Context: an optimization exercise on an open-source flow, tuned for small area. The choices shown serve that exercise and are no tape-out recipe. In this exercise RTL edits were held to simulation tests only and were not proved equivalent to the original. Power and IR drop assume default switching activity.

==> flow/design.v <==
module ariane_regfile_scrub #(
   parameter int unsigned DATA_WIDTH     = 32,
   parameter int unsigned ADDR_WIDTH     = 5,
   parameter int unsigned NR_READ_PORTS  = 2,
   parameter int unsigned NR_WRITE_PORTS = 2,
   parameter bit          ZERO_REG_ZERO  = 1'b1,
   parameter int unsigned SCRUB_INTERVAL = 16
) (
   input  logic                                 clk_i,
   input  logic                                 rst_ni,
   input  logic [NR_READ_PORTS*ADDR_WIDTH-1:0]  raddr_i,
   output logic [NR_READ_PORTS*DATA_WIDTH-1:0]  rdata_o,
   output logic [NR_READ_PORTS-1:0]             rerr_o,
   input  logic [NR_WRITE_PORTS*ADDR_WIDTH-1:0] waddr_i,
   input  logic [NR_WRITE_PORTS*DATA_WIDTH-1:0] wdata_i,
   input  logic [NR_WRITE_PORTS-1:0]            we_i,
   input  logic                                 inj_valid_i,
   input  logic [ADDR_WIDTH-1:0]                inj_addr_i,
   input  logic [DATA_WIDTH-1:0]                inj_mask_i,
   input  logic                                 scrub_en_i,
   output logic                                 err_valid_o,
   output logic [ADDR_WIDTH-1:0]                err_addr_o,
   input  logic                                 err_ack_i,
   output logic [7:0]                           err_count_o
);
   localparam int unsigned NW = 32;
   localparam int unsigned DW = 32;
   typedef enum logic [1:0] {S_IDLE, S_WAIT, S_CHECK, S_REPORT} state_e;
   logic [NW-1:1][DW-1:0] mem;
   logic [NW-1:1]         vld;
   logic [NW-1:1]         err;
   logic [4:0]  wa0, wa1, ra0, ra1, ia;
   logic [31:0] wd0, wd1;
   assign wa0 = waddr_i[4:0];
   assign wa1 = waddr_i[9:5];
   assign wd0 = wdata_i[31:0];
   assign wd1 = wdata_i[63:32];
   assign ra0 = raddr_i[4:0];
   assign ra1 = raddr_i[9:5];
   assign ia  = inj_addr_i;
   logic inj_par;
   assign inj_par = ^inj_mask_i;
   logic [NW-1:1] h0, h1, hi, nh1, nwr, s0, s1, wi, keep;
   always_comb begin
      for (int w = 1; w < NW; w++) begin
         h1[w]  = we_i[1] && (wa1 == 5'(w));
         h0[w]  = we_i[0] && (wa0 == 5'(w));
         hi[w]  = inj_valid_i && (ia == 5'(w));
         nh1[w] = !h1[w];
         nwr[w] = !h0[w] && !h1[w];
      end
   end
   for (genvar w = 1; w < NW; w++) begin : g_ctl
      rf_and2 u_s1 (.a(we_i[1]), .b(wa1 == 5'(w)), .y(s1[w]));
      rf_and2 u_s0 (.a(h0[w]), .b(nh1[w]), .y(s0[w]));
      rf_and2 u_wi (.a(hi[w]), .b(nwr[w]), .y(wi[w]));
      rf_and2 u_kp (.a(nwr[w]), .b(vld[w]), .y(keep[w]));
   end
   logic [NW-1:1][DW-1:0] mem_d;
   for (genvar w = 1; w < NW; w++) begin : g_word
      for (genvar b = 0; b < DW; b++) begin : g_bit
         rf_bit_next u_next (
            .s1_i(s1[w]), .d1_i(wd1[b]), .s0_i(s0[w]), .d0_i(wd0[b]),
            .k_i(keep[w]), .q_i(mem[w][b]), .x_i(wi[w]), .m_i(inj_mask_i[b]),
            .d_o(mem_d[w][b])
         );
      end
   end
   always_ff @(posedge clk_i) begin
      for (int w = 1; w < NW; w++) begin
         mem[w] <= mem_d[w];
         err[w] <= (keep[w] & err[w]) ^ (wi[w] & inj_par);
      end
   end
   always_ff @(posedge clk_i or negedge rst_ni) begin
      if (!rst_ni) begin
         vld <= '0;
      end else begin
         vld <= vld | h0 | h1 | hi;
      end
   end
   logic [NW-1:1] rs0, rs1;
   always_comb begin
      for (int w = 1; w < NW; w++) begin
         rs0[w] = (ra0 == 5'(w)) && vld[w];
         rs1[w] = (ra1 == 5'(w)) && vld[w];
      end
   end
   logic [DW-1:0] rd0, rd1;
   logic          re0, re1;
   logic [DW:0][NW-1:1] col;    
   always_comb begin
      for (int w = 1; w < NW; w++) begin
         for (int b = 0; b < DW; b++) col[b][w] = mem[w][b];
         col[DW][w] = err[w];
      end
   end
   for (genvar b = 0; b <= DW; b++) begin : g_rd
      logic y0, y1;
      rf_rd_bit u_rd0 (.sel_i(rs0), .d_i(col[b]), .y_o(y0));
      rf_rd_bit u_rd1 (.sel_i(rs1), .d_i(col[b]), .y_o(y1));
      if (b < DW) begin : g_data
         assign rd0[b] = y0;
         assign rd1[b] = y1;
      end else begin : g_err
         assign re0 = y0;
         assign re1 = y1;
      end
   end
   assign rdata_o = {rd1, rd0};
   assign rerr_o  = {re1, re0};
   state_e      state_q, state_d;
   logic [3:0]  cnt_q, cnt_d;
   logic [4:0]  ptr_q, ptr_d, ptr_next;
   logic [4:0]  err_addr_q, err_addr_d;
   logic [7:0]  err_cnt_q, err_cnt_d;
   logic        ptr_wr_hit, ptr_bad;
   always_comb begin
      ptr_wr_hit = (we_i[0] && (wa0 == ptr_q)) || (we_i[1] && (wa1 == ptr_q));
      ptr_bad    = 1'b0;
      for (int w = 1; w < NW; w++) begin
         if (ptr_q == 5'(w)) ptr_bad = vld[w] & err[w];
      end
      ptr_next = (ptr_q == 5'd31) ? 5'd1 : ptr_q + 5'd1;
   end
   always_ff @(posedge clk_i or negedge rst_ni) begin
      if (!rst_ni) begin
         state_q    <= S_IDLE;
         cnt_q      <= '0;
         ptr_q      <= 5'd1;
         err_addr_q <= '0;
         err_cnt_q  <= '0;
      end else begin
         state_q    <= state_d;
         cnt_q      <= cnt_d;
         ptr_q      <= ptr_d;
         err_addr_q <= err_addr_d;
         err_cnt_q  <= err_cnt_d;
      end
   end
   assign cnt_d = (state_q == S_WAIT) ? cnt_q + 4'd1 : 4'd0;
   always_comb begin
      state_d    = state_q;
      ptr_d      = ptr_q;
      err_addr_d = err_addr_q;
      err_cnt_d  = err_cnt_q;
      case (state_q)
         S_IDLE: begin
            if (scrub_en_i) state_d = S_WAIT;
         end
         S_WAIT: begin
            if (!scrub_en_i) state_d = S_IDLE;
            else if (cnt_q == 4'd15) state_d = S_CHECK;
         end
         S_CHECK: begin
            if (ptr_bad && !ptr_wr_hit) begin
               state_d    = S_REPORT;
               err_addr_d = ptr_q;
               if (err_cnt_q != 8'hFF) err_cnt_d = err_cnt_q + 8'd1;
            end else begin
               ptr_d   = ptr_next;
               state_d = scrub_en_i ? S_WAIT : S_IDLE;
            end
         end
         S_REPORT: begin
            if (err_ack_i) begin
               ptr_d   = ptr_next;
               state_d = scrub_en_i ? S_WAIT : S_IDLE;
            end
         end
         default: state_d = S_IDLE;
      endcase
   end
   assign err_valid_o = (state_q == S_REPORT);
   assign err_addr_o  = err_addr_q;
   assign err_count_o = err_cnt_q;
endmodule
module rf_bit_next (
   input  logic s1_i,
   input  logic d1_i,
   input  logic s0_i,
   input  logic d0_i,
   input  logic k_i,
   input  logic q_i,
   input  logic x_i,
   input  logic m_i,
   output logic d_o
);
   assign d_o = ((s1_i & d1_i) | (s0_i & d0_i) | (k_i & q_i)) ^ (x_i & m_i);
endmodule
module rf_rd_bit (
   input  logic [31:1] sel_i,
   input  logic [31:1] d_i,
   output logic        y_o
);
   logic [10:0] n;
   for (genvar g = 0; g < 10; g++) begin : g_aoi
      rf_aoi222 u_aoi (
         .a1(sel_i[3*g+1]), .a2(d_i[3*g+1]), .b1(sel_i[3*g+2]), .b2(d_i[3*g+2]),
         .c1(sel_i[3*g+3]), .c2(d_i[3*g+3]), .y(n[g])
      );
   end
   rf_nand2 u_n31 (.a(sel_i[31]), .b(d_i[31]), .y(n[10]));
   logic [2:0] o;
   rf_nand4 u_o0 (.a(n[0]), .b(n[1]), .c(n[2]), .d(n[3]), .y(o[0]));
   rf_nand4 u_o1 (.a(n[4]), .b(n[5]), .c(n[6]), .d(n[7]), .y(o[1]));
   rf_nand3 u_o2 (.a(n[8]), .b(n[9]), .c(n[10]), .y(o[2]));
   assign y_o = |o;
endmodule
module rf_aoi222 (
   input  logic a1, a2, b1, b2, c1, c2,
   output logic y
);
   assign y = ~((a1 & a2) | (b1 & b2) | (c1 & c2));
endmodule
module rf_nand2 (
   input  logic a, b,
   output logic y
);
   assign y = ~(a & b);
endmodule
module rf_nand3 (
   input  logic a, b, c,
   output logic y
);
   assign y = ~(a & b & c);
endmodule
module rf_nand4 (
   input  logic a, b, c, d,
   output logic y
);
   assign y = ~(a & b & c & d);
endmodule
module rf_and2 (
   input  logic a, b,
   output logic y
);
   assign y = a & b;
endmodule
Settings: LEC_CHECK=0, CAP_MARGIN=20, CORE_MARGIN=2, CORE_UTILIZATION=35, PLACE_DENSITY=0.5, SLEW_MARGIN=20, SYNTH_HIERARCHICAL=1; clock period 10.0 ns.
run.sh (not shown) runs the stock make flow with config.mk's settings and CLKGATE_MAP_FILE= SYNTH_SCRIPT=/design/flow/synth_recipe.tcl, a recipe that flattens the netlist after the stock synthesis.
Rerun with:
--- a/flow/design.v
+++ b/flow/design.v
@@ -39,23 +39,19 @@
    assign ra1 = raddr_i[9:5];
    assign ia  = inj_addr_i;
    logic inj_par;
    assign inj_par = ^inj_mask_i;
-   logic [NW-1:1] h0, h1, hi, nh1, nwr, s0, s1, wi, keep;
-   always_comb begin
-      for (int w = 1; w < NW; w++) begin
-         h1[w]  = we_i[1] && (wa1 == 5'(w));
-         h0[w]  = we_i[0] && (wa0 == 5'(w));
-         hi[w]  = inj_valid_i && (ia == 5'(w));
-         nh1[w] = !h1[w];
-         nwr[w] = !h0[w] && !h1[w];
-      end
-   end
-   for (genvar w = 1; w < NW; w++) begin : g_ctl
-      rf_and2 u_s1 (.a(we_i[1]), .b(wa1 == 5'(w)), .y(s1[w]));
-      rf_and2 u_s0 (.a(h0[w]), .b(nh1[w]), .y(s0[w]));
-      rf_and2 u_wi (.a(hi[w]), .b(nwr[w]), .y(wi[w]));
-      rf_and2 u_kp (.a(nwr[w]), .b(vld[w]), .y(keep[w]));
+   logic [NW-1:1] h0, h1, hi, s0, s1, wi, keep;
+   always_comb begin
+      for (int w = 1; w < NW; w++) begin
+         h1[w]   = we_i[1] && (wa1 == 5'(w));
+         h0[w]   = we_i[0] && (wa0 == 5'(w));
+         hi[w]   = inj_valid_i && (ia == 5'(w));
+         s1[w]   = h1[w];
+         s0[w]   = h0[w] && !h1[w];
+         wi[w]   = hi[w] && !h0[w] && !h1[w];
+         keep[w] = !h0[w] && !h1[w] && (!hi[w] || vld[w]);
+      end
    end
    logic [NW-1:1][DW-1:0] mem_d;
    for (genvar w = 1; w < NW; w++) begin : g_word
       for (genvar b = 0; b < DW; b++) begin : g_bit
@@ -122,50 +118,57 @@
          if (ptr_q == 5'(w)) ptr_bad = vld[w] & err[w];
       end
       ptr_next = (ptr_q == 5'd31) ? 5'd1 : ptr_q + 5'd1;
    end
+   always_ff @(posedge clk_i) begin
+      cnt_q <= cnt_d;
+   end
    always_ff @(posedge clk_i or negedge rst_ni) begin
       if (!rst_ni) begin
          state_q    <= S_IDLE;
-         cnt_q      <= '0;
          ptr_q      <= 5'd1;
          err_addr_q <= '0;
          err_cnt_q  <= '0;
       end else begin
          state_q    <= state_d;
-         cnt_q      <= cnt_d;
          ptr_q      <= ptr_d;
          err_addr_q <= err_addr_d;
          err_cnt_q  <= err_cnt_d;
       end
    end
-   assign cnt_d = (state_q == S_WAIT) ? cnt_q + 4'd1 : 4'd0;
    always_comb begin
       state_d    = state_q;
+      cnt_d      = cnt_q;
       ptr_d      = ptr_q;
       err_addr_d = err_addr_q;
       err_cnt_d  = err_cnt_q;
       case (state_q)
          S_IDLE: begin
-            if (scrub_en_i) state_d = S_WAIT;
+            if (scrub_en_i) begin
+               state_d = S_WAIT;
+               cnt_d   = '0;
+            end
          end
          S_WAIT: begin
             if (!scrub_en_i) state_d = S_IDLE;
             else if (cnt_q == 4'd15) state_d = S_CHECK;
+            else cnt_d = cnt_q + 4'd1;
          end
          S_CHECK: begin
             if (ptr_bad && !ptr_wr_hit) begin
                state_d    = S_REPORT;
                err_addr_d = ptr_q;
                if (err_cnt_q != 8'hFF) err_cnt_d = err_cnt_q + 8'd1;
             end else begin
                ptr_d   = ptr_next;
+               cnt_d   = '0;
                state_d = scrub_en_i ? S_WAIT : S_IDLE;
             end
          end
          S_REPORT: begin
             if (err_ack_i) begin
                ptr_d   = ptr_next;
+               cnt_d   = '0;
                state_d = scrub_en_i ? S_WAIT : S_IDLE;
             end
          end
          default: state_d = S_IDLE;
@@ -230,10 +233,4 @@
    output logic y
 );
    assign y = ~(a & b & c & d);
 endmodule
-module rf_and2 (
-   input  logic a, b,
-   output logic y
-);
-   assign y = a & b;
-endmodule
After rerunning: The new run completed with no timing, DRC or antenna violations; register-to-register slack gets worse by 210 ps; worst hold slack gets better by 39 ps; routed wire length came out lower by 11%; total power came out higher by 9.3%; non-clock buffer count came out higher by 9; via count came out lower by 5.4%; setup slack gets worse by 310 ps; die area came out lower by 0.77%; first-iteration DRC count came out lower by 11%.

## afterwards: timing with drivers on the ports
The flow's constraints put no driver on any port. The routed layouts listed below were extracted and timed again, unchanged, in two steps. Step 1 sets driving cells, clkbuf_16 on the clock port and buf_2 on the other inputs (assumed; they add their load-dependent delay and slew). Step 2 also shifts input and output timing later by t, the mid clock arrival at the registers, as if the neighbouring blocks saw the same clock. Slacks: ideal ports / drivers / drivers and shift; pairs: ideal ports / drivers.
run | t, ns | setup WS [ns] | slew at the worst register clock pin (ns)
the first run | 0.893 | 1.834 / 1.789 / 1.789 | 0.06 / 0.06
the second run | 0.853 | 1.522 / 1.493 / 1.493 | 0.07 / 0.07
After both steps every run listed still meets setup and hold. For the first run, which loses most, drivers alone change the setup slack by -0.045 ns; drivers and shift together by -0.045 ns.
